Context: an optimization exercise on an open-source flow, tuned for small area, a short achievable clock period and few clock cycles per item. The choices shown serve that exercise and are no tape-out recipe.
RTL that was checked went through simulation tests only; none was proved equivalent to the original.
For runs 1 and 2, only the layout was checked, not whether the RTL still works.
Power is estimated from default activity; no workload was simulated.

`flow/design.v`:
```
`timescale 1ns / 1ps
module mxt_lexer #(
	parameter int MANTISSA_BITS = 48,
	parameter int DEPTH_BITS = 8
) (
	input  logic        clk,
	input  logic        arst_n,
	input  logic        valid,
	input  logic        is_dig,
	input  logic        is_alp,
	input  logic        is_sp,
	input  logic        is_zero,
	input  logic        is_mark,
	input  logic        is_op,
	input  logic [4:0]  code,
	input  logic        room0,
	input  logic        room1,
	input  logic        num_held,
	output logic        go,
	output logic        push_a,
	output logic        num_a,
	output logic [4:0]  kind_a,
	output logic        push_b,
	output logic [4:0]  kind_b,
	output logic [1:0]  status_b,
	output logic [MANTISSA_BITS-1:0] acc,
	output logic [3:0]  frac,
	output logic        sat
);
	localparam logic [4:0] KIND_PLUS   = 5'd11;
	localparam logic [4:0] KIND_END    = 5'd18;
	localparam logic [1:0] ST_OK      = 2'd0;
	localparam logic [1:0] ST_SYNTAX  = 2'd1;
	localparam logic [1:0] ST_KEYWORD = 2'd2;
	localparam logic [1:0] ST_MIXED   = 2'd3;
	localparam logic [1:0] VAR_NONE = 2'b11;
	localparam int LO_BITS = 24;
	localparam int HI_BITS = MANTISSA_BITS - LO_BITS;
	localparam logic [1:0] CMP_EQ = 2'd0;
	localparam logic [1:0] CMP_LT = 2'd1;
	localparam logic [1:0] CMP_GT = 2'd2;
	localparam int M_IDLE = 0;
	localparam int M_NUMI = 1;   
	localparam int M_NUMF = 2;   
	localparam int M_MARK = 3;   
	localparam int M_WORD = 4;
	localparam int M_ERRS = 5;   
	localparam int M_ERRK = 6;   
	localparam logic [4:0] L_A = 5'd1, L_B = 5'd2, L_C = 5'd3, L_E = 5'd5, L_H = 5'd8,
		L_I = 5'd9, L_N = 5'd14, L_O = 5'd15, L_P = 5'd16, L_Q = 5'd17, L_R = 5'd18,
		L_S = 5'd19, L_T = 5'd20, L_X = 5'd24;
	localparam logic [4:0] W_DEAD  = 5'd8;
	localparam logic [4:0] W_S     = 5'd9;
	localparam logic [4:0] W_SI    = 5'd10;
	localparam logic [4:0] W_SQ    = 5'd11;
	localparam logic [4:0] W_SQR   = 5'd12;
	localparam logic [4:0] W_C     = 5'd13;
	localparam logic [4:0] W_CO    = 5'd14;
	localparam logic [4:0] W_TA    = 5'd15;
	localparam logic [4:0] W_TH    = 5'd16;
	localparam logic [4:0] W_SIN   = 5'd17;
	localparam logic [4:0] W_COS   = 5'd18;
	localparam logic [4:0] W_TAN   = 5'd19;
	localparam logic [4:0] W_ABS   = 5'd20;
	localparam logic [4:0] W_SQRT  = 5'd21;
	localparam logic [4:0] W_PI    = 5'd22;
	localparam logic [4:0] W_E     = 5'd23;
	localparam logic [4:0] W_THETA = 5'd24;
	localparam logic [4:0] W_X     = 5'd25;
	localparam logic [4:0] W_T     = 5'd26;
	localparam logic [4:0] W_THE   = 5'd27;
	localparam logic [4:0] W_THET  = 5'd28;
	localparam logic [4:0] W_A     = 5'd29;
	localparam logic [4:0] W_AB    = 5'd30;
	localparam logic [4:0] W_P     = 5'd31;
	function automatic logic [4:0] word_start(input logic [4:0] l);
		case (l)
			L_S: word_start = W_S;
			L_C: word_start = W_C;
			L_T: word_start = W_T;
			L_A: word_start = W_A;
			L_P: word_start = W_P;
			L_E: word_start = W_E;
			L_X: word_start = W_X;
			default: word_start = W_DEAD;
		endcase
	endfunction
	function automatic logic [4:0] word_next(input logic [4:0] s, input logic [4:0] l);
		word_next = W_DEAD;
		case (s)
			W_S:    if (l == L_I) word_next = W_SI; else if (l == L_Q) word_next = W_SQ;
			W_SI:   if (l == L_N) word_next = W_SIN;
			W_SQ:   if (l == L_R) word_next = W_SQR;
			W_SQR:  if (l == L_T) word_next = W_SQRT;
			W_C:    if (l == L_O) word_next = W_CO;
			W_CO:   if (l == L_S) word_next = W_COS;
			W_T:    if (l == L_A) word_next = W_TA; else if (l == L_H) word_next = W_TH;
			W_TA:   if (l == L_N) word_next = W_TAN;
			W_TH:   if (l == L_E) word_next = W_THE;
			W_THE:  if (l == L_T) word_next = W_THET;
			W_THET: if (l == L_A) word_next = W_THETA;
			W_A:    if (l == L_B) word_next = W_AB;
			W_AB:   if (l == L_S) word_next = W_ABS;
			W_P:    if (l == L_I) word_next = W_PI;
			default: word_next = W_DEAD;
		endcase
	endfunction
	logic [6:0]               m_q, m_n;
	logic [4:0]               w_q, w_n;
	logic [LO_BITS-1:0]       lo_q;
	logic [HI_BITS-1:0]       hi_q;
	logic [3:0]               cpend_q;
	logic                     hpend_q;
	logic [3:0]               frac_q;
	logic                     sat_q;
	logic [3:0]               len_q, len_s, len_d, top_dig;
	logic [1:0]               cmp_q, cmp_s, cmp_d;
	logic [DEPTH_BITS-1:0]    depth_q, depth_n, depth_step;
	logic                     neg_q, neg_n;
	logic [1:0]               var_q, var_n, v;
	logic                     mixed_q, mixed_n;
	logic [3:0] dig;
	logic [LO_BITS+3:0]       wlo;
	logic [HI_BITS-1:0]       whi;
	logic [3:0]               carry;
	logic over, start, take, take_acc, num, is_kw, fall, err_n;
	assign dig = {code[3], code[2] & !code[3], code[1] & !code[3], code[0]};
	assign num_a = num;
	assign num = m_q[M_NUMI] || m_q[M_NUMF];
	assign start = m_q[M_IDLE] || m_q[M_MARK];
	assign is_kw = w_q[4] && w_q[3:0] >= 4'd1 && w_q[3:0] <= 4'd10;
	assign v = w_q[1:0];
	assign go = valid && (is_dig ? !(start && num_held)
		: ((num || m_q[M_WORD]) ? room0 : room1));
	assign wlo[0] = code[0];
	mxt_add #(.N(LO_BITS+3)) u_add_lo (
		.x({1'b0, lo_q, code[2:1]}),
		.y({3'b0, lo_q}),
		.ci(code[3]),
		.s(wlo[LO_BITS+3:1])
	);
	assign carry = wlo[LO_BITS+3:LO_BITS];
	assign whi[0] = cpend_q[0];
	mxt_add #(.N(HI_BITS-1)) u_add_hi (
		.x({hi_q[HI_BITS-4:0], cpend_q[2:1]}),
		.y(hi_q[HI_BITS-2:0]),
		.ci(cpend_q[3]),
		.s(whi[HI_BITS-1:1])
	);
	assign over = len_q == 4'd15 || (len_q == 4'd14
		&& (cmp_q == CMP_GT || (cmp_q == CMP_EQ && dig > 4'd5)));
	always_comb begin
		case (len_q)
			4'd0:  top_dig = 4'd2;
			4'd1:  top_dig = 4'd8;
			4'd2:  top_dig = 4'd1;
			4'd3:  top_dig = 4'd4;
			4'd4:  top_dig = 4'd7;
			4'd5:  top_dig = 4'd4;
			4'd6:  top_dig = 4'd9;
			4'd7:  top_dig = 4'd7;
			4'd8:  top_dig = 4'd6;
			4'd9:  top_dig = 4'd7;
			4'd10: top_dig = 4'd1;
			4'd11: top_dig = 4'd0;
			4'd12: top_dig = 4'd6;
			4'd13: top_dig = 4'd5;
			default: top_dig = 4'd5;
		endcase
	end
	assign len_s = (len_q == 4'd0 && dig == 4'd0) ? 4'd0 : len_q + 4'd1;
	assign cmp_s = (len_q == 4'd0 && dig == 4'd0) ? CMP_EQ
		: cmp_q != CMP_EQ ? cmp_q
		: dig > top_dig ? CMP_GT : dig < top_dig ? CMP_LT : CMP_EQ;
	assign len_d = dig == 4'd0 ? 4'd0 : 4'd1;
	assign cmp_d = dig == 4'd0 ? CMP_EQ : dig > 4'd2 ? CMP_GT : dig < 4'd2 ? CMP_LT : CMP_EQ;
	assign take = go && is_dig && (start || m_q[M_NUMI]
		|| (m_q[M_NUMF] && !over && frac_q != 4'd15));
	assign take_acc = take && !(m_q[M_NUMI] && over);
	always_ff @(posedge clk) begin
		if (take) begin
			frac_q <= m_q[M_MARK] ? 4'd1 : m_q[M_IDLE] ? 4'd0 : frac_q + {3'd0, m_q[M_NUMF]};
			len_q <= start ? len_d : (m_q[M_NUMI] && over) ? 4'd15 : len_s;
			cmp_q <= start ? cmp_d : (m_q[M_NUMI] && over) ? CMP_EQ : cmp_s;
		end
		if (take_acc) lo_q <= start ? {{(LO_BITS-4){1'b0}}, dig} : wlo[LO_BITS-1:0];
		if (take_acc && !start) cpend_q <= {carry[3], carry[2] | carry[3], carry[1] | carry[3], carry[0]};
		if ((take_acc && start) || hpend_q) hi_q <= start && take_acc ? '0 : whi;
		if (go && is_dig && (start || m_q[M_NUMI])) sat_q <= !start && over;
	end
	always_ff @(posedge clk or negedge arst_n) begin
		if (!arst_n) hpend_q <= 1'b0;
		else hpend_q <= take_acc && !start;
	end
	assign acc = {hi_q, lo_q};
	assign frac = frac_q;
	assign sat = sat_q;
	assign depth_step = depth_q + {{(DEPTH_BITS-1){code[1]}}, 1'b1};
	always_comb begin
		m_n = m_q; w_n = w_q;
		depth_n = depth_q; neg_n = neg_q; var_n = var_q; mixed_n = mixed_q;
		push_a = 1'b0; kind_a = 5'd0;
		push_b = 1'b0; kind_b = 5'd0; status_b = ST_OK;
		fall = 1'b1;
		if (num) begin
			if (is_dig) begin
				fall = 1'b0;
			end else if (is_mark && m_q[M_NUMI]) begin
				fall = 1'b0;
				m_n = 7'd1 << M_NUMF;
			end else begin
				push_a = 1'b1;
				m_n = 7'd1 << M_IDLE;
			end
		end else if (m_q[M_MARK]) begin
			if (is_dig) begin
				fall = 1'b0;
				m_n = 7'd1 << M_NUMF;
			end else begin
				m_n = 7'd1 << M_ERRS;
			end
		end else if (m_q[M_WORD]) begin
			if (is_alp || is_dig) begin
				fall = 1'b0;
				w_n = is_alp ? word_next(w_q, code) : W_DEAD;
			end else if (is_kw) begin
				push_a = 1'b1;
				kind_a = {1'b0, w_q[3:0]};
				m_n = 7'd1 << M_IDLE;
				if (w_q[3:0] >= 4'd8) begin
					if (var_q == VAR_NONE) var_n = v;
					else if (var_q != v) mixed_n = 1'b1;
				end
			end else begin
				m_n = 7'd1 << M_ERRK;
			end
		end
		err_n = m_n[M_ERRS] || m_n[M_ERRK];
		if (fall) begin
			if (is_zero) begin
				push_b = 1'b1;
				kind_b = KIND_END;
				if (m_n[M_ERRS]) status_b = ST_SYNTAX;
				else if (m_n[M_ERRK]) status_b = ST_KEYWORD;
				else if (mixed_n) status_b = ST_MIXED;
				else if (depth_q != '0 || neg_q) status_b = ST_SYNTAX;
				else status_b = ST_OK;
				m_n = 7'd1 << M_IDLE;
				depth_n = '0; neg_n = 1'b0; var_n = VAR_NONE; mixed_n = 1'b0;
			end else if (!err_n) begin
				m_n = 7'd1 << M_IDLE;
				if (is_sp) begin
				end else if (is_dig) begin
					m_n = 7'd1 << M_NUMI;
				end else if (is_mark) begin
					m_n = 7'd1 << M_MARK;
				end else if (is_alp) begin
					m_n = 7'd1 << M_WORD;
					w_n = word_start(code);
				end else if (is_op) begin
					push_b = 1'b1;
					kind_b = KIND_PLUS + code;
					if (code == 5'd5) begin
						if (&depth_q) neg_n = 1'b1;
						else depth_n = depth_step;
					end
					if (code == 5'd6) begin
						if (depth_q == '0) neg_n = 1'b1;
						else depth_n = depth_step;
					end
				end else begin
					m_n = 7'd1 << M_ERRS;
				end
			end
		end
	end
	always_ff @(posedge clk or negedge arst_n) begin
		if (!arst_n) begin
			m_q <= 7'd1 << M_IDLE; depth_q <= '0; neg_q <= 1'b0; var_q <= VAR_NONE;
			mixed_q <= 1'b0;
		end else if (go) begin
			m_q <= m_n; depth_q <= depth_n; neg_q <= neg_n; var_q <= var_n;
			mixed_q <= mixed_n;
		end
	end
	always_ff @(posedge clk) begin
		if (go) w_q <= w_n;
	end
endmodule
module mxt_add #(
	parameter int N = 48
) (
	input  logic [N-1:0] x,
	input  logic [N-1:0] y,
	input  logic         ci,
	output logic [N-1:0] s
);
	localparam int LV = 6;   
	logic [N-1:0] p;
	logic [N-1:0] g_l [0:LV];
	logic [N-1:0] p_l [0:LV];
	assign p = x ^ y;
	always_comb begin
		g_l[0] = x & y;
		p_l[0] = p;
		g_l[0][0] = (x[0] & y[0]) | (p[0] & ci);
		for (int l = 0; l < LV; l++) begin
			g_l[l+1] = g_l[l];
			p_l[l+1] = p_l[l];
			for (int i = 0; i < N; i++) begin
				if ((i >> l) % 2 == 1) begin
					g_l[l+1][i] = g_l[l][i] | (p_l[l][i] & g_l[l][((i >> l) << l) - 1]);
					p_l[l+1][i] = p_l[l][i] & p_l[l][((i >> l) << l) - 1];
				end
			end
		end
	end
	assign s = p ^ {g_l[LV][N-2:0], ci};
endmodule
`timescale 1ns / 1ps
module mxt_token_queue (
	input  logic       clk,
	input  logic       arst_n,
	input  logic       go,
	input  logic       push_a,
	input  logic       num_a,
	input  logic [4:0] kind_a,
	input  logic       push_b,
	input  logic [4:0] kind_b,
	input  logic [1:0] status_b,
	output logic       hp0,
	output logic       hp1,
	output logic       num_held,
	output logic       q0_num,
	output logic       tokens_valid,
	input  logic       tokens_ready,
	output logic [4:0] tokens_token_kind,
	output logic [1:0] tokens_status
);
	logic       v0_q, v1_q;
	logic [4:0] k0_q, k1_q;
	logic [1:0] s0_q, s1_q;
	logic       n0_q, n1_q, t0_n;
	logic       pop, pa, pb;
	logic [4:0] t0_k;
	logic [1:0] t0_s;
	assign pop = v0_q && tokens_ready;
	assign hp0 = !v1_q && (!v0_q || tokens_ready);
	assign hp1 = !v1_q || tokens_ready;
	assign q0_num = n0_q;
	assign num_held = (v0_q && n0_q && !tokens_ready) || (v1_q && n1_q);
	assign tokens_valid = v0_q;
	assign tokens_token_kind = k0_q;
	assign tokens_status = s0_q;
	assign pa = go && push_a;
	assign pb = go && push_b;
	assign t0_k = push_a ? kind_a : kind_b;
	assign t0_s = push_a ? 2'd0 : status_b;
	assign t0_n = push_a && num_a;
	always_ff @(posedge clk or negedge arst_n) begin
		if (!arst_n) begin
			v0_q <= 1'b0;
			v1_q <= 1'b0;
		end else begin
			if (hp0) begin
				v0_q <= pa || pb;
				v1_q <= pa && pb;
			end else if (pop || !v1_q) begin
				v0_q <= 1'b1;
				v1_q <= pa || pb;
			end
		end
	end
	always_ff @(posedge clk) begin
		if (hp0) begin
			k0_q <= t0_k;
			s0_q <= t0_s;
			n0_q <= t0_n;
			k1_q <= kind_b;
			s1_q <= status_b;
			n1_q <= 1'b0;
		end else begin
			if (pop) begin
				k0_q <= k1_q;
				s0_q <= s1_q;
				n0_q <= n1_q;
			end
			if (pop || !v1_q) begin
				k1_q <= t0_k;
				s1_q <= t0_s;
				n1_q <= t0_n;
			end
		end
	end
endmodule
`timescale 1ns / 1ps
module math_expression_tokenizer #(
	parameter int MANTISSA_BITS = 48,
	parameter int DEPTH_BITS = 8
) (
	input  logic clk,
	input  logic arst_n,
	input  logic chars_valid,
	output logic chars_ready,
	input  logic [7:0] chars_character,
	output logic tokens_valid,
	input  logic tokens_ready,
	output logic [4:0] tokens_token_kind,
	output logic [47:0] tokens_number_mantissa,
	output logic [3:0] tokens_fraction_digits,
	output logic [1:0] tokens_status,
	output logic tokens_last,
	input  logic cfg_valid,
	output logic cfg_ready,
	input  logic cfg_comma_decimal_mark
);
	localparam int C_DIG  = 0;
	localparam int C_ALP  = 1;
	localparam int C_SP   = 2;
	localparam int C_ZERO = 3;
	localparam int C_MARK = 4;
	localparam int C_OP   = 5;
	logic        mark_q;
	logic        r0_v, r1_v, r1_free;
	logic [5:0]  r0_cls, r1_cls, in_cls;
	logic [4:0]  r0_code, r1_code, in_code;
	logic        accept, go;
	logic        q_hp0, q_hp1, num_held;
	logic        push_a, push_b, num_a;
	logic [4:0]  kind_a, kind_b;
	logic [1:0]  status_b;
	logic        q0_num;
	logic [47:0] acc;
	logic [3:0]  frac;
	logic        sat;
	logic [7:0]  ch;
	assign cfg_ready = 1'b1;
	assign r1_v = !r1_free;
	assign chars_ready = r1_free;
	assign accept = chars_valid && r1_free;
	assign ch = chars_character;
	always_comb begin
		in_cls = '0;
		in_code = {1'b0, ch[3], ch[2] | ch[3], ch[1] | ch[3], ch[0]};
		in_cls[C_DIG] = ch >= "0" && ch <= "9";
		in_cls[C_ALP] = (ch >= "a" && ch <= "z") || (ch >= "A" && ch <= "Z");
		in_cls[C_SP] = ch == " " || (ch >= 8'd9 && ch <= 8'd13);
		in_cls[C_ZERO] = ch == 8'd0;
		in_cls[C_MARK] = mark_q ? (ch == ",") : (ch == ".");
		if (in_cls[C_ALP]) in_code = ch[5] ? ch[4:0] : 5'd0;
		case (ch)
			"+": begin in_cls[C_OP] = 1'b1; in_code = 5'd0; end
			"-": begin in_cls[C_OP] = 1'b1; in_code = 5'd1; end
			"*": begin in_cls[C_OP] = 1'b1; in_code = 5'd2; end
			"/": begin in_cls[C_OP] = 1'b1; in_code = 5'd3; end
			"^": begin in_cls[C_OP] = 1'b1; in_code = 5'd4; end
			"(": begin in_cls[C_OP] = 1'b1; in_code = 5'd5; end
			")": begin in_cls[C_OP] = 1'b1; in_code = 5'd6; end
			default: ;
		endcase
	end
	always_ff @(posedge clk or negedge arst_n) begin
		if (!arst_n) mark_q <= 1'b0;
		else if (cfg_valid) mark_q <= cfg_comma_decimal_mark;
	end
	always_ff @(posedge clk or negedge arst_n) begin
		if (!arst_n) begin
			r0_v <= 1'b0;
			r1_free <= 1'b1;
		end else if (go) begin
			r0_v <= r1_v || accept;
			r1_free <= 1'b1;
		end else if (accept) begin
			if (r0_v) r1_free <= 1'b0;
			else r0_v <= 1'b1;
		end
	end
	always_ff @(posedge clk) begin
		if (go || !r0_v) begin
			r0_cls <= r1_v ? r1_cls : in_cls;
			r0_code <= r1_v ? r1_code : in_code;
		end
		if (!r1_v) begin
			r1_cls <= in_cls;
			r1_code <= in_code;
		end
	end
	mxt_lexer #(
		.MANTISSA_BITS(MANTISSA_BITS),
		.DEPTH_BITS(DEPTH_BITS)
	) u_lexer (
		.clk(clk),
		.arst_n(arst_n),
		.valid(r0_v),
		.is_dig(r0_cls[C_DIG]),
		.is_alp(r0_cls[C_ALP]),
		.is_sp(r0_cls[C_SP]),
		.is_zero(r0_cls[C_ZERO]),
		.is_mark(r0_cls[C_MARK]),
		.is_op(r0_cls[C_OP]),
		.code(r0_code),
		.room0(q_hp0),
		.room1(q_hp1),
		.num_held(num_held),
		.go(go),
		.push_a(push_a),
		.num_a(num_a),
		.kind_a(kind_a),
		.push_b(push_b),
		.kind_b(kind_b),
		.status_b(status_b),
		.acc(acc),
		.frac(frac),
		.sat(sat)
	);
	mxt_token_queue u_queue (
		.clk(clk),
		.arst_n(arst_n),
		.go(go),
		.push_a(push_a),
		.num_a(num_a),
		.kind_a(kind_a),
		.push_b(push_b),
		.kind_b(kind_b),
		.status_b(status_b),
		.hp0(q_hp0),
		.hp1(q_hp1),
		.num_held(num_held),
		.q0_num(q0_num),
		.tokens_valid(tokens_valid),
		.tokens_ready(tokens_ready),
		.tokens_token_kind(tokens_token_kind),
		.tokens_status(tokens_status)
	);
	assign tokens_last = tokens_token_kind[4] & tokens_token_kind[1];
	assign tokens_number_mantissa = q0_num ? (acc | {48{sat}}) : 48'd0;
	assign tokens_fraction_digits = q0_num ? frac : 4'd0;
endmodule
```
`flow/flow/run.sh`:
```
#!/bin/bash
# the standard layout, with the port buffers made from buf_2 cells instead
# of the delay buffers buffer_ports picks by default; every port still gets
# its own buffer. make's output goes to standard.log, each ORFS step's to
# its own log under orfs/logs.
set -euo pipefail
export BUFFER_PORTS_ARGS="-buffer_cell sky130_fd_sc_hd__buf_2"
bash standard.sh > standard.log 2>&1
```
`flow/standard.sh`:
```
#!/bin/bash
# synth_recipe.tcl (not shown) runs the flow's synth.tcl, then flattens the netlist and writes it again
# the make line also repeats each setting of config.mk as NAME=value (left out here)
make -C /OpenROAD-flow-scripts/flow DESIGN_CONFIG=/design/flow/config.mk WORK_HOME=/design/flow/orfs CLKGATE_MAP_FILE= SYNTH_SCRIPT=/design/flow/synth_recipe.tcl "${@:-finish}"
```
`flow/config.mk`:
```
export PLATFORM = sky130hd
export DESIGN_NAME = math_expression_tokenizer
export DESIGN_NICKNAME = math_expression_tokenizer
export VERILOG_FILES = /design/flow/design.v
export SDC_FILE = /design/flow/constraint.sdc
export NUM_CORES = 4
export LEC_CHECK = 0
export CAP_MARGIN = 20
export CORE_MARGIN = 2
export CORE_UTILIZATION = 40
export CTS_BUF_LIST = sky130_fd_sc_hd__clkbuf_4 sky130_fd_sc_hd__clkbuf_8
export CTS_CLUSTER_SIZE = 30
export SETUP_SLACK_MARGIN = 2.3
export SLEW_MARGIN = 20
```
`flow/constraint.sdc`:
```
create_clock -name core_clock -period 5.3 [get_ports {clk}]
set_input_delay 1.0600 -clock core_clock [delete_from_list [all_inputs] [get_ports {clk}]]
set_output_delay 1.0600 -clock core_clock [all_outputs]
set_load 0.01 [all_outputs]
```
==> results.py, run 1 <==
metrics = {
    "power": {
        "p_sw_uw": 462,
        "power_per_cell_area_nw_per_um2": 183,
        "pwr-share-clk_pct": 44.4,
        "power.leakage_nw": 4.65,
        "swShare_pct": 23.1,
        "p_comb_share_pct": 1.3,
        "vdd_drop_max_v": 0.000139,
        "intPower_mw": 1.54,
        "total_power_mw": 2.00,
        "power_frac_seq_pct": 54.2,
    },
    "logic_synthesis": {
        "synthCells": 1007,
        "async_flop_share_pct": 19.1,
        "avgSynthCellArea_um2": 9.31,
        "synth_seq_area_share_pct": 39.4,
        "synth-edff-count": 94,
        "synth-seq-cells": 131,
        "synth_commonest_cells": "edfxtp_1, nor2_1, nand2_1",
        "yosysMostFrequentCell": "edfxtp_1",
        "ys.flop_type": "edfxtp_1",
        "synth_nets": 1098,
        "synth_area_leaders": "edfxtp_1, ha_1, dfrtp_1, o21a_1, nor2_1",
        "syn_area_um2": 9380,
        "yosys.area.top_type": "edfxtp_1",
        "synthDistinctLibCells": 82,
        "synth_warnings": 9,
        "netlist.area_leader.share_pct": 30.1,
    },
    "drt": {
        "dr_total_vias": 7877,
        "routed_wl_um": 23700,
        "wl_per_cell_um": 16.6,
        "initialDrtViolationCount": 566,
        "route.detailed.drc": 0,
        "firstDrtPassIters": 5,
        "ant_nets": 0,
        "viasPerCell": 5.52,
    },
    "clocking": {
        "clk_transition_reported_paths_ns": 0.08,
        "cts_max_path_buffers": 2,
        "cts.sinks": 131,
        "cts_buffers": 17,
        "cts_tree": "built",
        "htree_levels": 4,
        "ctsHoldBuffers": 0,
        "clk_latency_ns": 0.46,
        "clock-root-buffer": "clkbuf_8",
    },
    "worst_setup_path": {
        "arrival_ns": 3.27,
        "start_kind": "flop",
        "cp.required_ns": 5.51,
        "max_stage_delay_ns": 0.42,
        "critical_path.cell_chain": "buf_12, clkinv_8, fa_2, inv_2, fa_2, a211oi_2, o211ai_1, a22o_1, a311o_1, o31a_1, and2_4, o211a_1",
        "critPathKind": "reg -> reg",
        "cp-startpoint": "r0_code[1]$_DFFE_PP_",
        "rr_startpoint": "r0_code[1]$_DFFE_PP_",
        "cp-end-kind": "flop",
        "cp_max_fo": 3,
        "cp_slowest_cell": "edfxtp_1",
        "crit_top_cell": "fa_2",
    },
    "cells_and_area": {
        "fin_cells": 1427,
        "area_growth_pct": 16.6,
        "diodes": 0,
        "drive_above_1_share_pct": 19.6,
        "nets": 1186,
        "fin_util_pct": 47.0,
    },
    "global_routing": {
        "antenna_found_initial": 0,
        "grt_max_degree": 53,
        "grt_pass1_vias": 7475,
        "track_usage_pct": 19.3,
        "grt_pass1_wl_um": 37800,
        "grt-ovfl-total": 0,
    },
    "job": {
        "maxCapViolCount": 0,
    },
    "outcome": {
        "status": "complete, no violations",
    },
    "placed_design": {
        "place_inst": 1359,
        "port_buffers": 75,
        "gp_congestion": 0.898,
        "dpl.hpwl_um": 16000,
    },
    "die": {
        "ios": 77,
        "fp.dieH_um": 157,
        "num_rows": 56,
        "fp.dieArea_um2": 24700,
        "start_util_pct": 40.3,
        "die_w_um": 157,
        "fp.coreArea_um2": 23300,
    },
    "sta": {
        "period_share_pct": 57.7,
        "slew_headroom_pct": 45.8,
        "layout_min_cycle_time_ns": 3.06,
        "whs_ns": 0.458,
        "hold_violations": 0,
        "maxSlewViolCount": 0,
        "setup_viol": 0,
        "rsz0062_at_grt": "yes",
        "finClkSkew_ns": 0.0177,
        "fmax_ghz": 0.327,
        "tightest_slew_ns": 0.810,
        "finalSetupTns_ns": 0,
    },
    "worst_hold_path": {
        "hold_start": "r1_code[1]$_DFF_P_",
        "min_path_type": "reg -> reg",
    },
}
[worst max-delay path: cells and delay by family (launching register included)]
family / cells / cell delay (ns)
AO/OA/AOI/OAI: 6 / 1.42
adder cells (fa/ha/maj): 2 / 0.54
buffers and inverters: 3 / 0.24
flip-flops: 1 / 0.42
AND/OR/NAND/NOR: 1 / 0.19
[kinds of logic after synthesis]
logic type,count (synthesis),synth area share [%]
AND/OR/NAND/NOR,337,18.0
AO/OA/AOI/OAI,305,21.6
flip-flops,131,39.4
buffers and inverters,103,4.39
adder cells (fa/ha/maj),77,11.3
XOR/XNOR,45,4.20
multiplexers,8,1.01
other,1,0.0400
[timing repair]
item	4_1_cts	5_1_grt
gates resized for setup	22	31
setup buffers	20	14
cloned	1	1
pin swaps	8	26
endpoints found under the setup margin	77	77
[stage by stage]
step | cell area, um^2 | setup slack, ns
floorplan | 9430 | 2.21
global placement | 10000 | 1.80
finish | 10900 | 2.24
CTS | 10700 | 2.26
global route | 10900 | 2.10
detailed placement | 10000 | 1.74
[routing by layer]
metal,up-vias,part of all wire (%),global-route usage [%]
met5,-,0,0
met4,0,1.6,6.15
met3,29,5.3,2.86
met2,253,47,31.6
met1,3734,47,26.3
li1,3861,-,-
[state kept, by name, summed over array words and instances, names as in the netlist, 6 cells and up]
register,cells
u_lexer.depth_q,8
u_lexer.hi_q,24
r0_cls,6
u_lexer.m_q,7
u_lexer.lo_q,24
r1_cls,6
[final cells by class]
cell class	count	area, um^2
sequential	131	3690
multi-input combinational	775	5500
timing repair buffer	117	719
clock inverter	13	148
fill	2251	12300
tap	319	399
inverter	53	214
clock buffer	19	255
[power by group through the flow]
stage               logic, mW  registers, mW  clock network (mW)
finish                 0.0265           1.09               0.890
CTS                    0.0267           1.09               0.910
detailed placement     0.0266           1.11                   0
floorplan              0.0135           1.11                   0
global route           0.0301           1.09               0.952
global placement       0.0265           1.11                   0
[placed cells by master, fill, tap and decap left out, types with 7 or more instances in the layout]
cell type / Yosys / routed
edfxtp_1: 94 / 94
nor2_1: 91 / 89
buf_2: 2 / 75
nand2_1: 74 / 74
ha_1: 64 / 63
o21ai_0: 62 / 60
o21a_1: 59 / 59
a21oi_1: 50 / 48
inv_1: 51 / 42
buf_4: 2 / 39
nor3_1: 31 / 30
xnor2_1: 29 / 27
nand3_1: 26 / 23
nand2b_1: 21 / 21
dfrtp_1: 21 / 21
nor2b_1: 20 / 20
clkbuf_8: 0 / 18
a21o_1: 17 / 17
o211ai_1: 16 / 16
xor2_1: 16 / 16
o22ai_1: 14 / 14
nand4_1: 13 / 13
a31oi_1: 13 / 13
dfxtp_1: 12 / 12
and2_1: 13 / 11
inv_2: 0 / 7
o21bai_1: 7 / 7
fa_2: 0 / 7
[final timing paths]
kind	to	slack, ns	cells past startpoint
min reg2reg	r1_code[1]$_DFF_P_	0.46	1
max in group asynchronous	u_lexer.depth_q[5]$_DFFE_PN0P_	4.23	1
max reg2reg	u_lexer.cpend_q[3]$_DFFE_PP_	2.24	12
min in group asynchronous	u_lexer.m_q[1]$_DFFE_PN0P_	0.64	1
min	r1_code[1]$_DFF_P_	0.46	1
max	u_lexer.cpend_q[3]$_DFFE_PP_	2.24	12
==> inputs of run 2 (changes only) <==
--- a/flow/config.mk
+++ b/flow/config.mk
@@ -10,5 +10,5 @@
 export CORE_UTILIZATION = 40
 export CTS_BUF_LIST = sky130_fd_sc_hd__clkbuf_4 sky130_fd_sc_hd__clkbuf_8
 export CTS_CLUSTER_SIZE = 30
-export SETUP_SLACK_MARGIN = 2.3
+export SETUP_SLACK_MARGIN = 2.6
 export SLEW_MARGIN = 20
==> run 2 against run 1 <==
  * Critical path depth decreased by 1
  * Area after synthesis is the same
  * Synthesized cell count unchanged
  * Die area did not move
  * Count of clock-buffer cells in the layout unchanged
  * First-iteration DRC count increased by 21%
  * Combinational power barely moved
  * Still clean on timing, DRC and antenna
  * Sequential power about the same
  * Cell area grew 5.0%
==> results.py, run 2 <==
metrics = {
    "outcome": {
        "status": "complete, no violations",
    },
    "drt": {
        "route.detailed.drc": 0,
        "wl_per_cell_um": 16.7,
        "viasPerCell": 5.56,
        "firstDrtPassIters": 5,
        "initialDrtViolationCount": 687,
        "ant_nets": 0,
        "routed_wl_um": 24500,
        "dr_total_vias": 8179,
    },
    "power": {
        "power.leakage_nw": 4.92,
        "vdd_drop_max_v": 0.000148,
        "total_power_mw": 2.11,
        "power_per_cell_area_nw_per_um2": 183,
    },
    "sta": {
        "period_share_pct": 56.6,
        "rsz0062_at_grt": "yes",
        "slew_headroom_pct": 41.5,
        "setup_viol": 0,
        "maxSlewViolCount": 0,
        "hold_violations": 0,
        "finalSetupTns_ns": 0,
        "fmax_ghz": 0.333,
        "finClkSkew_ns": 0.0210,
        "tightest_slew_ns": 0.874,
        "layout_min_cycle_time_ns": 3.00,
    },
    "job": {
        "maxCapViolCount": 0,
    },
    "die": {
        "num_rows": 56,
        "ios": 77,
        "fp.dieH_um": 157,
        "die_w_um": 157,
        "fp.dieArea_um2": 24700,
        "fp.coreArea_um2": 23300,
        "start_util_pct": 40.3,
    },
    "clocking": {
        "cts_tree": "built",
        "cts_buffers": 17,
        "clk_latency_ns": 0.46,
        "cts.sinks": 131,
        "clk_transition_reported_paths_ns": 0.08,
        "clock-root-buffer": "clkbuf_8",
        "cts_max_path_buffers": 2,
        "htree_levels": 4,
    },
    "logic_synthesis": {
        "synth_seq_area_share_pct": 39.4,
        "syn_area_um2": 9380,
        "synth-edff-count": 94,
        "synthCells": 1007,
        "synth_area_leaders": "edfxtp_1, ha_1, dfrtp_1, o21a_1, nor2_1",
        "synth_warnings": 9,
        "synth_xor_xnor_area_share_pct": 4.20,
        "synth_nets": 1098,
        "ys.flop_type": "edfxtp_1",
        "synthDistinctLibCells": 82,
        "yosysMostFrequentCell": "edfxtp_1",
        "avgSynthCellArea_um2": 9.31,
        "netlist.area_leader.share_pct": 30.1,
        "synth_top_family_by_area": "compound AO/OA/AOI/OAI gates",
        "synth-simple-area-share_pct": 18.0,
        "async_flop_share_pct": 19.1,
        "synth_commonest_cells": "edfxtp_1, nor2_1, nand2_1",
        "synth.mux.area_fraction_pct": 1.01,
        "synthAdderAreaFrac_pct": 11.3,
        "synth-seq-cells": 131,
        "synth-compound-area-share_pct": 21.6,
        "yosys.area.top_type": "edfxtp_1",
    },
    "cells_and_area": {
        "final_cell_mix": "edfxtp_1, nor2_1, buf_2",
        "diodes": 0,
        "fillers": 2206,
        "drive_above_1_share_pct": 24.9,
        "nets": 1230,
        "layout_commonest_cell": "edfxtp_1",
        "biggestRegsByFlops": "u_lexer.hi_q (24), u_lexer.lo_q (24), u_lexer.depth_q (8)",
        "area_growth_pct": 22.4,
    },
    "worst_hold_path": {
        "min_path_type": "reg -> reg",
    },
    "placed_design": {
        "port_buffers": 75,
        "dpl.hpwl_um": 16000,
        "gp_congestion": 0.901,
    },
    "global_routing": {
        "track_usage_pct": 19.9,
        "grt_pass1_vias": 7675,
        "grt_pass1_wl_um": 39000,
        "grt-ovfl-total": 0,
        "antenna_found_initial": 0,
        "grt_max_degree": 53,
    },
    "worst_setup_path": {
        "cp_max_fo": 3,
        "cp-end-kind": "flop",
        "critPathKind": "reg -> reg",
        "cp.required_ns": 5.52,
        "start_kind": "flop",
        "arrival_ns": 3.21,
    },
}
==> run 2: changes by cell type in the layout (fill, tap and decap cells not counted), sizes merged <==
cell / delta
clkbuf: +2
inv: -6
or2: +2
buf: +40
clkinv: +3
bufinv: +3
==> run 2: path summary, 6_finish.rpt <==
path,slack (ns),cells past startpoint,startpoint,endpoint
setup / recovery,2.30,11,r0_code[3]$_DFFE_PP_,u_lexer.cpend_q[3]$_DFFE_PP_
hold / removal,0.45,1,r1_code[0]$_DFF_P_,r1_code[0]$_DFF_P_
setup reg to reg,2.30,11,r0_code[3]$_DFFE_PP_,u_lexer.cpend_q[3]$_DFFE_PP_
hold reg to reg,0.45,1,r1_code[0]$_DFF_P_,r1_code[0]$_DFF_P_
max in group asynchronous,4.20,1,arst_n,u_lexer.m_q[1]$_DFFE_PN0P_
min in group asynchronous,0.63,1,arst_n,u_lexer.neg_q$_DFFE_PN0P_
==> run 2: layout make-up <==
type | count | area (um^2) | area share [%]
clock buffer | 19 | 249 | 2.17
clock inverter | 13 | 206 | 1.80
inverter | 53 | 208 | 1.81
multi-input combinational | 777 | 5640 | 49.2
sequential | 131 | 3700 | 32.2
tap | 319 | 399 | 3.48
timing repair buffer | 159 | 1080 | 9.38
==> run 2: cell families (layout without fill, tap and decap cells) <==
family / after synthesis / count (layout)
AOI/OAI and AO/OA: 305 / 305
xor gates and xnor gates: 45 / 45
adders and majority gates: 77 / 77
buffers and inverters: 103 / 244
DFF: 131 / 131
muxes: 8 / 8
other: 1 / 1
and+or+nand+nor: 337 / 341
==> run 2: timing repair <==
| action | CTS | global route |
|---|---|---|
| resized for setup | 42 | 48 |
| setup endpoints to repair | 165 | 125 |
| pin swaps | 22 | 21 |
| setup buffers | 40 | 36 |
| cloned | 4 | 2 |
| hold buffers | 0 | 0 |
| hold endpoints to repair | 0 | 0 |
==> run 2: power breakdown <==
group	total (mW)	internal (mW)	leakage (nW)	switching (mW)
Sequential	1.09	1.09	1.36	0.000505
Combinational	0.0264	0.00948	3.33	0.0169
Clock	0.994	0.571	0.229	0.423
Total	2.11	1.67	4.92	0.441
==> run 2: metal layers <==
layer	part of all wire (%)	wire length (um)	GRT usage [%]
met5	0	0	0
met4	2.4	583	7.14
met3	4.8	1180	2.92
met2	47	11600	32.7
met1	46	11200	26.8
==> run 2: metrics by stage <==
stage	util (%)	hold slack [ns]	std cells	setup slack, ns	instance area (um^2)
floorplan	-	0.422	1007	2.20	9470
global placement	43.2	0.436	1357	1.83	10000
detailed placement	43.2	0.446	1357	1.76	10000
CTS	47.3	0.465	1433	2.31	11000
global route	49.4	0.490	1471	2.17	11500
finish	49.4	0.455	1471	2.30	11500
==> run 2: critical path, cell delays in order, from the launching register on <==
cell,delay (ns)
edfxtp_1,0.48
inv_4,0.09
fa_2,0.19
inv_2,0.04
fa_2,0.36
a211oi_2,0.22
o211ai_1,0.15
a22o_1,0.29
a311o_1,0.31
o31a_1,0.26
and2_4,0.17
o211a_1,0.20
==> inputs of run 3 (changes only) <==
--- a/flow/design.v
+++ b/flow/design.v
@@ -13,9 +13,11 @@
 	input  logic        is_mark,
 	input  logic        is_op,
 	input  logic [4:0]  code,
-	input  logic        room0,
-	input  logic        room1,
-	input  logic        num_held,
+	input  logic        q_v0,
+	input  logic        q_v1,
+	input  logic        num_held_nopop,
+	input  logic        num_held_pop,
+	input  logic        tokens_ready,
 	output logic        go,
 	output logic        push_a,
 	output logic        num_a,
@@ -123,6 +125,7 @@
 	logic [LO_BITS+3:0]       wlo;
 	logic [HI_BITS-1:0]       whi;
 	logic [3:0]               carry;
+	logic go0, go1, hclr_q;
 	logic over, start, take, take_acc, num, is_kw, fall, err_n;
 	assign dig = {code[3], code[2] & !code[3], code[1] & !code[3], code[0]};
 	assign num_a = num;
@@ -130,8 +133,11 @@
 	assign start = m_q[M_IDLE] || m_q[M_MARK];
 	assign is_kw = w_q[4] && w_q[3:0] >= 4'd1 && w_q[3:0] <= 4'd10;
 	assign v = w_q[1:0];
-	assign go = valid && (is_dig ? !(start && num_held)
-		: ((num || m_q[M_WORD]) ? room0 : room1));
+	assign go0 = valid && (is_dig ? !(start && num_held_nopop)
+		: ((num || m_q[M_WORD]) ? (!q_v0 && !q_v1) : !q_v1));
+	assign go1 = valid && (is_dig ? !(start && num_held_pop)
+		: ((num || m_q[M_WORD]) ? !q_v1 : 1'b1));
+	assign go = go0 || (go1 && tokens_ready);
 	assign wlo[0] = code[0];
 	mxt_add #(.N(LO_BITS+3)) u_add_lo (
 		.x({1'b0, lo_q, code[2:1]}),
@@ -184,13 +190,18 @@
 			cmp_q <= start ? cmp_d : (m_q[M_NUMI] && over) ? CMP_EQ : cmp_s;
 		end
 		if (take_acc) lo_q <= start ? {{(LO_BITS-4){1'b0}}, dig} : wlo[LO_BITS-1:0];
-		if (take_acc && !start) cpend_q <= {carry[3], carry[2] | carry[3], carry[1] | carry[3], carry[0]};
-		if ((take_acc && start) || hpend_q) hi_q <= start && take_acc ? '0 : whi;
+		if (take_acc) cpend_q <= {carry[3], carry[2] | carry[3], carry[1] | carry[3], carry[0]};
+		if (hpend_q) hi_q <= hclr_q ? '0 : whi;
 		if (go && is_dig && (start || m_q[M_NUMI])) sat_q <= !start && over;
 	end
 	always_ff @(posedge clk or negedge arst_n) begin
-		if (!arst_n) hpend_q <= 1'b0;
-		else hpend_q <= take_acc && !start;
+		if (!arst_n) begin
+			hpend_q <= 1'b0;
+			hclr_q <= 1'b0;
+		end else begin
+			hpend_q <= take_acc;
+			hclr_q <= take_acc && start;
+		end
 	end
 	assign acc = {hi_q, lo_q};
 	assign frac = frac_q;
@@ -331,6 +342,10 @@
 	output logic       hp0,
 	output logic       hp1,
 	output logic       num_held,
+	output logic       v0,
+	output logic       v1,
+	output logic       num_held_nopop,
+	output logic       num_held_pop,
 	output logic       q0_num,
 	output logic       tokens_valid,
 	input  logic       tokens_ready,
@@ -349,6 +364,10 @@
 	assign hp1 = !v1_q || tokens_ready;
 	assign q0_num = n0_q;
 	assign num_held = (v0_q && n0_q && !tokens_ready) || (v1_q && n1_q);
+	assign num_held_nopop = (v0_q && n0_q) || (v1_q && n1_q);
+	assign num_held_pop = v1_q && n1_q;
+	assign v0 = v0_q;
+	assign v1 = v1_q;
 	assign tokens_valid = v0_q;
 	assign tokens_token_kind = k0_q;
 	assign tokens_status = s0_q;
@@ -421,11 +440,11 @@
 	localparam int C_MARK = 4;
 	localparam int C_OP   = 5;
 	logic        mark_q;
-	logic        r0_v, r1_v, r1_free;
-	logic [5:0]  r0_cls, r1_cls, in_cls;
-	logic [4:0]  r0_code, r1_code, in_code;
+	logic        r0_v;
+	logic [5:0]  r0_cls, in_cls;
+	logic [4:0]  r0_code, in_code;
 	logic        accept, go;
-	logic        q_hp0, q_hp1, num_held;
+	logic        q_hp0, q_hp1, num_held, q_v0, q_v1, num_held_nopop, num_held_pop;
 	logic        push_a, push_b, num_a;
 	logic [4:0]  kind_a, kind_b;
 	logic [1:0]  status_b;
@@ -435,9 +454,8 @@
 	logic        sat;
 	logic [7:0]  ch;
 	assign cfg_ready = 1'b1;
-	assign r1_v = !r1_free;
-	assign chars_ready = r1_free;
-	assign accept = chars_valid && r1_free;
+	assign chars_ready = !r0_v || go;
+	assign accept = chars_valid && chars_ready;
 	assign ch = chars_character;
 	always_comb begin
 		in_cls = '0;
@@ -464,25 +482,13 @@
 		else if (cfg_valid) mark_q <= cfg_comma_decimal_mark;
 	end
 	always_ff @(posedge clk or negedge arst_n) begin
-		if (!arst_n) begin
-			r0_v <= 1'b0;
-			r1_free <= 1'b1;
-		end else if (go) begin
-			r0_v <= r1_v || accept;
-			r1_free <= 1'b1;
-		end else if (accept) begin
-			if (r0_v) r1_free <= 1'b0;
-			else r0_v <= 1'b1;
-		end
+		if (!arst_n) r0_v <= 1'b0;
+		else if (chars_ready) r0_v <= chars_valid;
 	end
 	always_ff @(posedge clk) begin
-		if (go || !r0_v) begin
-			r0_cls <= r1_v ? r1_cls : in_cls;
-			r0_code <= r1_v ? r1_code : in_code;
-		end
-		if (!r1_v) begin
-			r1_cls <= in_cls;
-			r1_code <= in_code;
+		if (chars_ready) begin
+			r0_cls <= in_cls;
+			r0_code <= in_code;
 		end
 	end
 	mxt_lexer #(
@@ -499,9 +505,11 @@
 		.is_mark(r0_cls[C_MARK]),
 		.is_op(r0_cls[C_OP]),
 		.code(r0_code),
-		.room0(q_hp0),
-		.room1(q_hp1),
-		.num_held(num_held),
+		.q_v0(q_v0),
+		.q_v1(q_v1),
+		.num_held_nopop(num_held_nopop),
+		.num_held_pop(num_held_pop),
+		.tokens_ready(tokens_ready),
 		.go(go),
 		.push_a(push_a),
 		.num_a(num_a),
@@ -526,6 +534,10 @@
 		.hp0(q_hp0),
 		.hp1(q_hp1),
 		.num_held(num_held),
+		.v0(q_v0),
+		.v1(q_v1),
+		.num_held_nopop(num_held_nopop),
+		.num_held_pop(num_held_pop),
 		.q0_num(q0_num),
 		.tokens_valid(tokens_valid),
 		.tokens_ready(tokens_ready),
==> flow/flow/run.sh (replaced) <==
#!/bin/bash
# the standard layout, with the port buffers made from buf_2 cells instead
# of the delay buffers buffer_ports picks by default (every port still gets
# its own buffer), and ORFS's power recovery after global routing, which
# downsizes gates off the critical paths. make's output goes to
# standard.log, each ORFS step's to its own log under orfs/logs.
set -euo pipefail
export BUFFER_PORTS_ARGS="-buffer_cell sky130_fd_sc_hd__buf_2"
export RECOVER_POWER=100
bash standard.sh > standard.log 2>&1
--- a/flow/config.mk
+++ b/flow/config.mk
@@ -10,5 +10,5 @@
 export CORE_UTILIZATION = 40
 export CTS_BUF_LIST = sky130_fd_sc_hd__clkbuf_4 sky130_fd_sc_hd__clkbuf_8
 export CTS_CLUSTER_SIZE = 30
-export SETUP_SLACK_MARGIN = 2.6
+export SETUP_SLACK_MARGIN = 2.0
 export SLEW_MARGIN = 20
==> run 3 against run 2 <==
  * Sequential cell count down 11
  * The layout now fails its checks (capacitance limit, slew limit)
  * Highest routed layer unchanged
  * Largest power group is now combinational logic
  * Count of clock-buffer cells in the layout is 1 higher
  * Final cell count fell by 12%
  * Clock skew fell by 0.0049 ns
  * Core utilization shrank 4.3 points
  * Global-route usage fell by 1.4 points
  * Area after synthesis decreased by 5.1%
  * Via count decreased by 11%
  * First-iteration DRC count shrank 39%
  * Register-to-register slack got worse by 0.89 ns
  * Synthesized cell count fell by 7.8%
==> results.py, run 3 <==
metrics = {
    "outcome": {
        "status": "finished with violations",
        "so.violations": "capacitance limit, slew limit",
    },
    "clocking": {
        "cts_buffers": 17,
        "cts.sinks": 120,
        "cts_tree": "built",
        "htree_levels": 4,
        "clk_transition_reported_paths_ns": 0.08,
        "clk_latency_ns": 0.44,
        "clock-root-buffer": "clkbuf_8",
        "cts_max_path_buffers": 2,
    },
    "logic_synthesis": {
        "synth-edff-count": 94,
        "avgSynthCellArea_um2": 9.59,
        "async_flop_share_pct": 20.8,
        "synthCells": 928,
        "synth_warnings": 9,
        "yosys.area.top_type": "edfxtp_1",
        "synth-seq-cells": 120,
        "synth_area_leaders": "edfxtp_1, ha_1, dfrtp_1, o21a_1, nor2_1",
        "yosysMostFrequentCell": "edfxtp_1",
        "netlist.area_leader.share_pct": 31.7,
        "syn_area_um2": 8900,
        "synth_nets": 1019,
        "ys.flop_type": "edfxtp_1",
        "synth_commonest_cells": "edfxtp_1, nor2_1, ha_1",
        "synthDistinctLibCells": 82,
        "synth_seq_area_share_pct": 39.0,
    },
    "global_routing": {
        "grt_max_degree": 53,
        "grt_pass1_vias": 7003,
        "grt-ovfl-total": 0,
        "antenna_found_initial": 0,
        "track_usage_pct": 18.5,
        "grt_pass1_wl_um": 35700,
    },
    "sta": {
        "finalSetupTns_ns": 0,
        "fmax_ghz": 0.257,
        "rsz0062_at_grt": "yes",
        "setup_slack_ns": 1.41,
        "slew_headroom_pct": -5.97,
        "finClkSkew_ns": 0.0161,
        "tightest_slew_ns": 1.59,
        "setup_viol": 0,
        "period_share_pct": 73.4,
        "hold_violations": 0,
        "whs_ns": 0.500,
        "maxSlewViolCount": 26,
        "layout_min_cycle_time_ns": 3.89,
    },
    "power": {
        "vdd_drop_max_v": 0.000174,
        "power.leakage_nw": 3.78,
        "power_per_cell_area_nw_per_um2": 563,
    },
    "drt": {
        "dr_total_vias": 7266,
        "wl_per_cell_um": 16.6,
        "ant_nets": 0,
        "firstDrtPassIters": 5,
        "viasPerCell": 5.64,
        "initialDrtViolationCount": 421,
        "route.detailed.drc": 0,
        "routed_wl_um": 21400,
    },
    "cells_and_area": {
        "area_growth_pct": 10.4,
        "drive_above_1_share_pct": 8.04,
        "diodes": 0,
        "fillers": 2144,
        "layout_commonest_cell": "edfxtp_1",
        "biggestRegsByFlops": "u_lexer.hi_q (24), u_lexer.lo_q (24), u_lexer.depth_q (8)",
        "design_area_um2": 9820,
        "nets": 1086,
        "final_cell_mix": "edfxtp_1, nor2_1, clkbuf_1",
    },
    "worst_setup_path": {
        "cp.required_ns": 5.46,
        "cp-end-kind": "flop",
        "cp_max_fo": 21,
        "start_kind": "flop",
        "critPathKind": "reg -> reg",
        "arrival_ns": 4.05,
    },
    "job": {
        "maxCapViolCount": 1,
    },
    "die": {
        "num_rows": 54,
        "fp.dieH_um": 153,
        "die_w_um": 153,
        "fp.dieArea_um2": 23500,
        "fp.coreArea_um2": 21800,
        "start_util_pct": 40.8,
        "ios": 77,
    },
    "placed_design": {
        "dpl.hpwl_um": 15000,
        "place_area_um2": 9520,
        "port_buffers": 75,
        "dpl_worst_slack_ns": 1.30,
        "gp_congestion": 0.905,
    },
    "worst_hold_path": {
        "min_path_type": "reg -> reg",
    },
}
run 3: cell count changes after synthesis, sizes merged, moves of 9 or more:
| cell | change |
|---|---|
| nor2 | -9 |
| o211ai | -10 |
| nand2 | -18 |
| o21ai | -18 |
| dfxtp | -11 |
run 3: critical path: stages, from the launching register on:
cell,delay (ns)
edfxtp_1,0.80
nor4_1,0.27
a211oi_1,0.38
o21ai_0,0.39
nor4_1,0.84
nand3_1,0.53
nor3_1,0.31
a21oi_1,0.08
run 3: kinds of logic after synthesis:
group / count (synthesis) / share of synthesized area, %
other: 1 / 0.0421
xor gates and xnor gates: 42 / 4.13
muxes: 9 / 1.19
AOI/OAI and AO/OA: 281 / 21.6
and+or+nand+nor: 307 / 18.0
DFF: 120 / 39.0
adders and majority gates: 78 / 12.0
buffers and inverters: 90 / 3.92
run 3: area by class of cell:
class                      count  area [um^2]  share of cell area (%)
clock inverter                12          103                    1.04
sequential                   120         3470                    35.3
inverter                      43          163                    1.66
timing repair buffer          95          438                    4.46
tap                          280          350                    3.57
clock buffer                  20          263                    2.67
multi-input combinational    718         5040                    51.3
run 3: path summary, 6_finish.rpt:
| path | startpoint | to | slack, ns | depth (start not counted) |
|---|---|---|---|---|
| worst min-delay path | u_queue.n1_q$_SDFFE_PP0P_ | u_queue.n1_q$_SDFFE_PP0P_ | 0.50 | 2 |
| worst max-delay path | u_lexer.w_q[2]$_DFFE_PN_ | u_lexer.w_q[0]$_DFFE_PN_ | 1.41 | 7 |
| worst max register to register | u_lexer.w_q[2]$_DFFE_PN_ | u_lexer.w_q[0]$_DFFE_PN_ | 1.41 | 7 |
| max in group asynchronous | arst_n | u_lexer.hpend_q$_DFF_PN0_ | 3.36 | 1 |
| worst min register to register | u_queue.n1_q$_SDFFE_PP0P_ | u_queue.n1_q$_SDFFE_PP0P_ | 0.50 | 2 |
| min in group asynchronous | arst_n | u_lexer.neg_q$_DFFE_PN0P_ | 1.00 | 1 |
run 3: report_power, final:
part           internal (mW)  switching (mW)
logic                   1.16            1.68
clock network          0.390           0.398
registers               1.48           0.414
run 3: what timing repair did:
action                                  CTS  global route
resized for setup                         9             8
buffers inserted                          3             9
hold buffers                              0             0
endpoints found under the setup margin   37            42
pin swaps                                 2             4
run 3: metrics by stage:
stage               total power [mW]  util, %  instances
global placement                4.75     43.6       1244
global route                    5.99     45.0       1288
finish                          5.53     45.0       1288
CTS                             5.62     45.5       1279
detailed placement              4.77     43.6       1244
floorplan                       3.97        -        928
run 3: per-layer routing:
metal  up-vias  track usage, %  share of wire, %
met4         0            5.60               1.6
li1       3594               -                 -
met1      3456            25.4                47
met5         -               0                 0
met2       188            30.3                47
met3        28            2.84               4.5
Testbench counts of run 3, summed over its fixed seeds: cycles 45,710, chars 45,683.
==> inputs of run 4 (changes only) <==
==> flow/flow/run.sh (replaced) <==
#!/bin/bash
# the standard layout, with the port buffers made from buf_2 cells instead
# of the delay buffers buffer_ports picks by default; every port still gets
# its own buffer. make's output goes to standard.log, each ORFS step's to
# its own log under orfs/logs.
set -euo pipefail
export BUFFER_PORTS_ARGS="-buffer_cell sky130_fd_sc_hd__buf_2"
bash standard.sh > standard.log 2>&1
--- a/flow/config.mk
+++ b/flow/config.mk
@@ -7,8 +7,9 @@
 export LEC_CHECK = 0
 export CAP_MARGIN = 20
 export CORE_MARGIN = 2
-export CORE_UTILIZATION = 40
+export CORE_UTILIZATION = 55
 export CTS_BUF_LIST = sky130_fd_sc_hd__clkbuf_4 sky130_fd_sc_hd__clkbuf_8
 export CTS_CLUSTER_SIZE = 30
+export PLACE_DENSITY = 0.7
 export SETUP_SLACK_MARGIN = 2.0
 export SLEW_MARGIN = 20
==> run 4 against run 3 <==
  * Now clean on timing, DRC and antenna
  * Fmax increased by 21%
  * Cell area increased by 1.4%
  * Power is 3.2% higher
  * Critical path type is now in -> out
  * Register-to-register slack gained 0.73 ns
  * Critical path depth did not move
  * Clock skew down 0.0013 ns
  * Non-clock buffer count shrank 6
  * Sequential power about the same
  * Sequential cell count is the same
  * Sequential share of layout area decreased by 0.49 points
  * First-iteration DRC count grew 2.6%
  * Final cell count down 5.4%
==> results.py, run 4 <==
metrics = {
    "outcome": {
        "status": "complete, no violations",
    },
    "worst_setup_path": {
        "reg2reg_depth": 12,
        "critical_path.cell_chain": "buf_2, nor2b_2, a22o_1, nand3_1, nand2b_4, nand2_4, buf_2",
        "arrival_ns": 2.16,
        "crit_top_cell": "buf_2",
        "cp_max_fo": 13,
        "cp_num_buf_inv": 2,
        "cp-end-kind": "primary output",
        "rr_endpoint": "u_lexer.hi_q[18]$_SDFFCE_PP0P_",
        "cp.required_ns": 4.24,
        "r2r_slack_ns": 2.14,
        "rr_startpoint": "u_lexer.hi_q[0]$_SDFFCE_PP0P_",
        "critPathKind": "in -> out",
        "critical_path.top_delay_family": "simple AND/OR/NAND/NOR gates",
        "max_stage_delay_ns": 0.18,
        "start_kind": "input pin",
        "cp_slowest_cell": "buf_2",
    },
    "sta": {
        "finalSetupTns_ns": 0,
        "hold_violations": 0,
        "tightest_slew_ns": 1.04,
        "whs_ns": 0.499,
        "rsz0062_at_grt": "no",
        "fmax_ghz": 0.311,
        "slew_headroom_pct": 30.4,
        "maxSlewViolCount": 0,
        "period_share_pct": 60.7,
        "finClkSkew_ns": 0.0148,
        "setup_slack_ns": 2.08,
        "layout_min_cycle_time_ns": 3.22,
        "setup_viol": 0,
    },
    "drt": {
        "initialDrtViolationCount": 432,
        "dr_total_vias": 7302,
        "ant_nets": 0,
        "firstDrtPassIters": 5,
        "viasPerCell": 5.99,
        "routed_wl_um": 20900,
        "wl_per_cell_um": 17.2,
        "route.detailed.drc": 0,
    },
    "cells_and_area": {
        "drive_above_1_share_pct": 16.4,
        "area_growth_pct": 11.9,
        "layout_commonest_cell": "edfxtp_1",
        "final_cell_mix": "edfxtp_1, nor2_1, buf_2",
        "design_area_um2": 9970,
        "biggestRegsByFlops": "u_lexer.hi_q (24), u_lexer.lo_q (24), u_lexer.depth_q (8)",
        "diodes": 0,
        "nets": 1081,
        "fin_util_pct": 63.0,
        "fin_cells": 1219,
    },
    "worst_hold_path": {
        "min_path_type": "reg -> reg",
        "min_to": "u_lexer.m_q[6]$_DFFE_PN0N_",
        "hold_start": "u_lexer.m_q[6]$_DFFE_PN0N_",
        "holdPathStages": 2,
    },
    "power": {
        "vdd_drop_max_v": 0.000312,
        "power_per_cell_area_nw_per_um2": 572,
        "total_power_mw": 5.70,
        "power.leakage_nw": 4.03,
    },
    "clocking": {
        "htree_levels": 4,
        "clk_latency_ns": 0.45,
        "cts.sinks": 120,
        "cts_tree": "built",
        "cts_buffers": 17,
        "clock-root-buffer": "clkbuf_8",
        "cts_max_path_buffers": 2,
        "clk_transition_reported_paths_ns": 0.08,
    },
    "logic_synthesis": {
        "synth_commonest_cells": "edfxtp_1, nor2_1, ha_1",
        "yosysMostFrequentCell": "edfxtp_1",
        "synth-seq-cells": 120,
        "async_flop_share_pct": 20.8,
        "synth_seq_area_share_pct": 39.0,
        "yosys.area.top_type": "edfxtp_1",
        "avgSynthCellArea_um2": 9.59,
        "netlist.area_leader.share_pct": 31.7,
        "synth_area_leaders": "edfxtp_1, ha_1, dfrtp_1, o21a_1, nor2_1",
        "synthCells": 928,
        "synth-edff-count": 94,
        "synth_nets": 1019,
        "synth_warnings": 9,
        "synthDistinctLibCells": 82,
        "ys.flop_type": "edfxtp_1",
        "syn_area_um2": 8900,
    },
    "placed_design": {
        "dpl_worst_slack_ns": 1.08,
        "port_buffers": 75,
        "place_area_um2": 9410,
        "dpl.hpwl_um": 14400,
        "place_inst": 1177,
        "gp_congestion": 0.888,
    },
    "die": {
        "fp.dieArea_um2": 17200,
        "num_rows": 46,
        "start_util_pct": 56.2,
        "fp.coreArea_um2": 15800,
        "fp.dieH_um": 131,
        "ios": 77,
        "die_w_um": 131,
    },
    "global_routing": {
        "grt-ovfl-total": 0,
        "antenna_found_initial": 0,
        "grt_pass1_vias": 7024,
        "grt_max_degree": 53,
        "grt_pass1_wl_um": 34500,
        "track_usage_pct": 24.4,
    },
    "job": {
        "maxCapViolCount": 0,
    },
}
run 4: how the worst max path moves through the flow:
stage	from	end	cells after the start
2_1_floorplan	r0_code[3]$_DFFE_PP_	u_lexer.cpend_q[1]$_DFFE_PP_	13
5_1_grt	r0_cls[0]$_DFFE_PP_	u_lexer.w_q[4]$_DFFE_PN_	7
3_3_place_gp	tokens_ready	u_lexer.lo_q[9]$_SDFFCE_PN0P_	10
6_report	tokens_ready	chars_ready	7
4_1_cts	tokens_ready	chars_ready	7
3_5_place_dp	tokens_ready	u_lexer.lo_q[9]$_SDFFCE_PN0P_	10
run 4: worst min-delay path, cell delays in order, from the launching register on:
cell and delay [ns]:
dfrtp_1 0.37, nand2_1 0.06, nand2_1 0.05
run 4: cells by family after synthesis:
group | Yosys count | synth area share [%]
buffers and inverters | 90 | 3.92
adders and majority gates | 78 | 12.0
xor gates and xnor gates | 42 | 4.13
and+or+nand+nor | 307 | 18.0
other | 1 | 0.0421
muxes | 9 | 1.19
DFF | 120 | 39.0
AOI/OAI and AO/OA | 281 | 21.6
run 4: what timing repair did:
action                                  in CTS  in global routing
pin swaps                                    4                  6
setup buffers                                4                  5
hold buffers                                 0                  0
endpoints found under the setup margin      44                 45
gates resized for setup                     10                 12
gates cloned                                 1                  0
run 4: final cells by class:
| cell class | count | area, um^2 |
|---|---|---|
| inverter | 43 | 165 |
| tap | 216 | 270 |
| clock buffer | 18 | 248 |
| timing repair buffer | 89 | 488 |
| multi-input combinational | 719 | 5170 |
| sequential | 120 | 3470 |
| fill | 1360 | 5860 |
| clock inverter | 14 | 150 |
run 4: layer usage:
layer	up-vias	GRT usage [%]	part of all wire, %
met1	3454	33.4	47
met4	0	9.42	2.2
met5	-	0	0
met3	34	3.43	4.3
li1	3595	-	-
met2	219	39.5	47
run 4: where the power goes:
group | internal (mW) | leakage [nW] | switching [mW]
clock | 0.431 | 0.184 | 0.405
combinational | 1.24 | 2.62 | 1.73
sequential | 1.48 | 1.23 | 0.413
==> inputs of run 5 (changes only) <==
--- a/flow/config.mk
+++ b/flow/config.mk
@@ -7,9 +7,8 @@
 export LEC_CHECK = 0
 export CAP_MARGIN = 20
 export CORE_MARGIN = 2
-export CORE_UTILIZATION = 55
+export CORE_UTILIZATION = 40
 export CTS_BUF_LIST = sky130_fd_sc_hd__clkbuf_4 sky130_fd_sc_hd__clkbuf_8
 export CTS_CLUSTER_SIZE = 30
-export PLACE_DENSITY = 0.7
-export SETUP_SLACK_MARGIN = 2.0
+export SETUP_SLACK_MARGIN = 2.2
 export SLEW_MARGIN = 20
==> run 5 against run 4 <==
  * Still clean
  * Power grew 3.5%
  * Critical path depth grew 1
  * Global-route usage shrank 5.7 points
  * Non-clock buffer count grew 21
  * Sequential power is essentially flat
  * Worst hold slack gained 0.0095 ns
  * Clock skew grew 0.0036 ns
  * Largest cell class unchanged
==> results.py, run 5 <==
metrics = {
    "power": {
        "intPower_mw": 3.29,
        "power_frac_seq_pct": 31.7,
        "p_comb_share_pct": 53.0,
        "total_power_mw": 5.91,
        "vdd_drop_max_v": 0.000189,
        "swShare_pct": 44.3,
        "p_sw_mw": 2.61,
        "power.leakage_nw": 4.17,
        "pwr-share-clk_pct": 15.3,
        "power_per_cell_area_nw_per_um2": 574,
    },
    "worst_setup_path": {
        "critical_path.top_delay_family": "compound AO/OA/AOI/OAI gates",
        "cp.required_ns": 5.58,
        "cp_slowest_cell": "a2111oi_1",
        "start_kind": "flop",
        "critical_path.cell_chain": "inv_2, ha_1, or3b_2, a2111oi_1, a31oi_1, o21ai_0, a22oi_1, a21oi_1",
        "cp_max_fo": 8,
        "max_stage_delay_ns": 0.63,
        "critPathKind": "reg -> reg",
        "cp_num_buf_inv": 1,
        "cp-end-kind": "flop",
        "arrival_ns": 3.35,
    },
    "logic_synthesis": {
        "synth-seq-cells": 120,
        "async_flop_share_pct": 20.8,
        "netlist.area_leader.share_pct": 31.7,
        "yosysMostFrequentCell": "edfxtp_1",
        "synth_warnings": 9,
        "synthDistinctLibCells": 82,
        "avgSynthCellArea_um2": 9.59,
        "ys.flop_type": "edfxtp_1",
        "synth_commonest_cells": "edfxtp_1, nor2_1, ha_1",
        "synthCells": 928,
        "synth_seq_area_share_pct": 39.0,
        "synth-edff-count": 94,
        "synth_nets": 1019,
        "syn_area_um2": 8900,
        "yosys.area.top_type": "edfxtp_1",
        "synth_area_leaders": "edfxtp_1, ha_1, dfrtp_1, o21a_1, nor2_1",
    },
    "drt": {
        "wl_per_cell_um": 16.7,
        "route.detailed.drc": 0,
        "firstDrtPassIters": 5,
        "dr_total_vias": 7325,
        "routed_wl_um": 21800,
        "initialDrtViolationCount": 479,
        "ant_nets": 0,
        "viasPerCell": 5.62,
    },
    "sta": {
        "slew_headroom_pct": 43.0,
        "period_share_pct": 57.8,
        "layout_min_cycle_time_ns": 3.07,
        "finClkSkew_ns": 0.0185,
        "setup_viol": 0,
        "hold_violations": 0,
        "setup_slack_ns": 2.23,
        "fmax_ghz": 0.326,
        "tightest_slew_ns": 0.852,
        "rsz0062_at_grt": "yes",
        "maxSlewViolCount": 0,
        "finalSetupTns_ns": 0,
    },
    "cells_and_area": {
        "area_growth_pct": 15.5,
        "biggestRegsByFlops": "u_lexer.hi_q (24), u_lexer.lo_q (24), u_lexer.depth_q (8)",
        "diodes": 0,
        "regArea_um2": 3470,
        "nets": 1102,
        "final_cell_mix": "edfxtp_1, nor2_1, buf_2",
        "layout_commonest_cell": "edfxtp_1",
        "multi_input_area_um2": 5210,
        "design_area_um2": 10300,
        "fillers": 2107,
        "drive_above_1_share_pct": 18.7,
    },
    "global_routing": {
        "grt_max_degree": 53,
        "met2_usage_pct": 30.1,
        "met3_usage_pct": 3.57,
        "grt.met1_usage_pct": 25.6,
        "antenna_found_initial": 0,
        "grt-ovfl-total": 0,
        "grt_pass1_vias": 6984,
        "grt_busiest_layer": "met2",
        "grt_pass1_wl_um": 35900,
        "track_usage_pct": 18.7,
    },
    "clocking": {
        "cts.sinks": 120,
        "cts_max_path_buffers": 2,
        "clk_latency_ns": 0.45,
        "cts_buffers": 17,
        "ctsHoldBuffers": 0,
        "htree_levels": 4,
        "cts_tree": "built",
        "clock-root-buffer": "clkbuf_8",
        "clk_transition_reported_paths_ns": 0.08,
    },
    "die": {
        "ios": 77,
        "start_util_pct": 40.8,
        "fp.dieArea_um2": 23500,
        "fp.dieH_um": 153,
        "die_w_um": 153,
        "fp.coreArea_um2": 21800,
        "num_rows": 54,
    },
    "outcome": {
        "status": "complete, no violations",
    },
    "placed_design": {
        "dpl_worst_slack_ns": 1.51,
        "gp_congestion": 0.925,
        "port_buffers": 75,
        "dpl.hpwl_um": 15100,
        "place_area_um2": 9510,
    },
    "job": {
        "maxCapViolCount": 0,
    },
    "worst_hold_path": {
        "min_path_type": "reg -> reg",
    },
}
-- run 5: stage by stage --
step / instances / utilization, % / hold WS [ns]
2_1_floorplan: 928 / - / 0.456
3_3_place_gp: 1242 / 43.6 / 0.480
3_5_place_dp: 1242 / 43.6 / 0.483
4_1_cts: 1281 / 46.0 / 0.498
5_1_grt: 1304 / 47.1 / 0.550
6_report: 1304 / 47.1 / 0.509
-- run 5: path summary, 6_finish.rpt --
path                       depth (start not counted)  slack [ns]                       from                    endpoint
min                                                2        0.51  u_queue.n1_q$_SDFFE_PP0P_   u_queue.n1_q$_SDFFE_PP0P_
min in group asynchronous                          1        0.64                     arst_n  u_lexer.m_q[5]$_DFFE_PN0N_
max in group asynchronous                          1        4.17                     arst_n  u_lexer.m_q[1]$_DFFE_PN0N_
max                                                8        2.23       r0_code[0]$_DFFE_PP_    u_lexer.w_q[1]$_DFFE_PN_
min reg2reg                                        2        0.51  u_queue.n1_q$_SDFFE_PP0P_   u_queue.n1_q$_SDFFE_PP0P_
max reg2reg                                        8        2.23       r0_code[0]$_DFFE_PP_    u_lexer.w_q[1]$_DFFE_PN_
-- run 5: metal layers --
layer  vias up  share of wire, %  routed length [um]
li1       3619                 -                   -
met1      3479                46               10100
met2       199                47               10300
met3        28               4.8                1040
met4         0               1.9                 419
met5         -                 0                   0
-- run 5: power by group through the flow --
stage | Clock, mW | Sequential, mW | Combinational (mW)
after floorplan | 0 | 1.70 | 2.28
after global placement | 0 | 1.94 | 2.80
after detailed placement | 0 | 1.95 | 2.83
after CTS | 0.925 | 1.91 | 2.96
after global routing | 0.962 | 1.92 | 3.50
final | 0.905 | 1.87 | 3.13
-- run 5: timing repair --
| action | CTS | global route |
|---|---|---|
| resized for setup | 13 | 15 |
| gates cloned | 0 | 1 |
| pin swaps | 3 | 12 |
| buffers inserted | 7 | 21 |
| endpoints found under the setup margin | 53 | 56 |
-- run 5: worst register-to-register path, delay by kind of cell (launching register included) --
kind | cells | cell delay (ns)
AO/OA/AOI/OAI | 5 | 1.34
adder cells (fa/ha/maj) | 1 | 0.26
buffers and inverters | 1 | 0.25
flip-flops | 1 | 0.59
AND/OR/NAND/NOR | 1 | 0.46
-- run 5: cells by family (layout without fill, tap and decap cells) --
kind of cell	count (synthesis)	in the layout	share of synthesized area (%)
other	1	1	0.0421
multiplexers	9	9	1.19
XOR/XNOR	42	42	4.13
AND/OR/NAND/NOR	307	308	18.0
adder cells (fa/ha/maj)	78	78	12.0
flip-flops	120	120	39.0
AO/OA/AOI/OAI	281	281	21.6
buffers and inverters	90	185	3.92
-- run 5: area by class of cell --
cell class | instances | share of cell area, %
clock buffers | 17 | 2.28
repair buffers | 110 | 6.40
clock inverters | 15 | 1.83
multi-input cells | 719 | 50.7
flip-flops and latches | 120 | 33.8
inverters | 43 | 1.61
well taps | 280 | 3.41

Re-timed with assumed drivers on the ports (clkbuf_16 on the clock, buf_2 on other inputs), run 5 has 2.235 ns of setup slack against 2.235 ns with ideal ports, and 2.051 ns once port delays also move by the mid clock arrival of 0.479 ns.
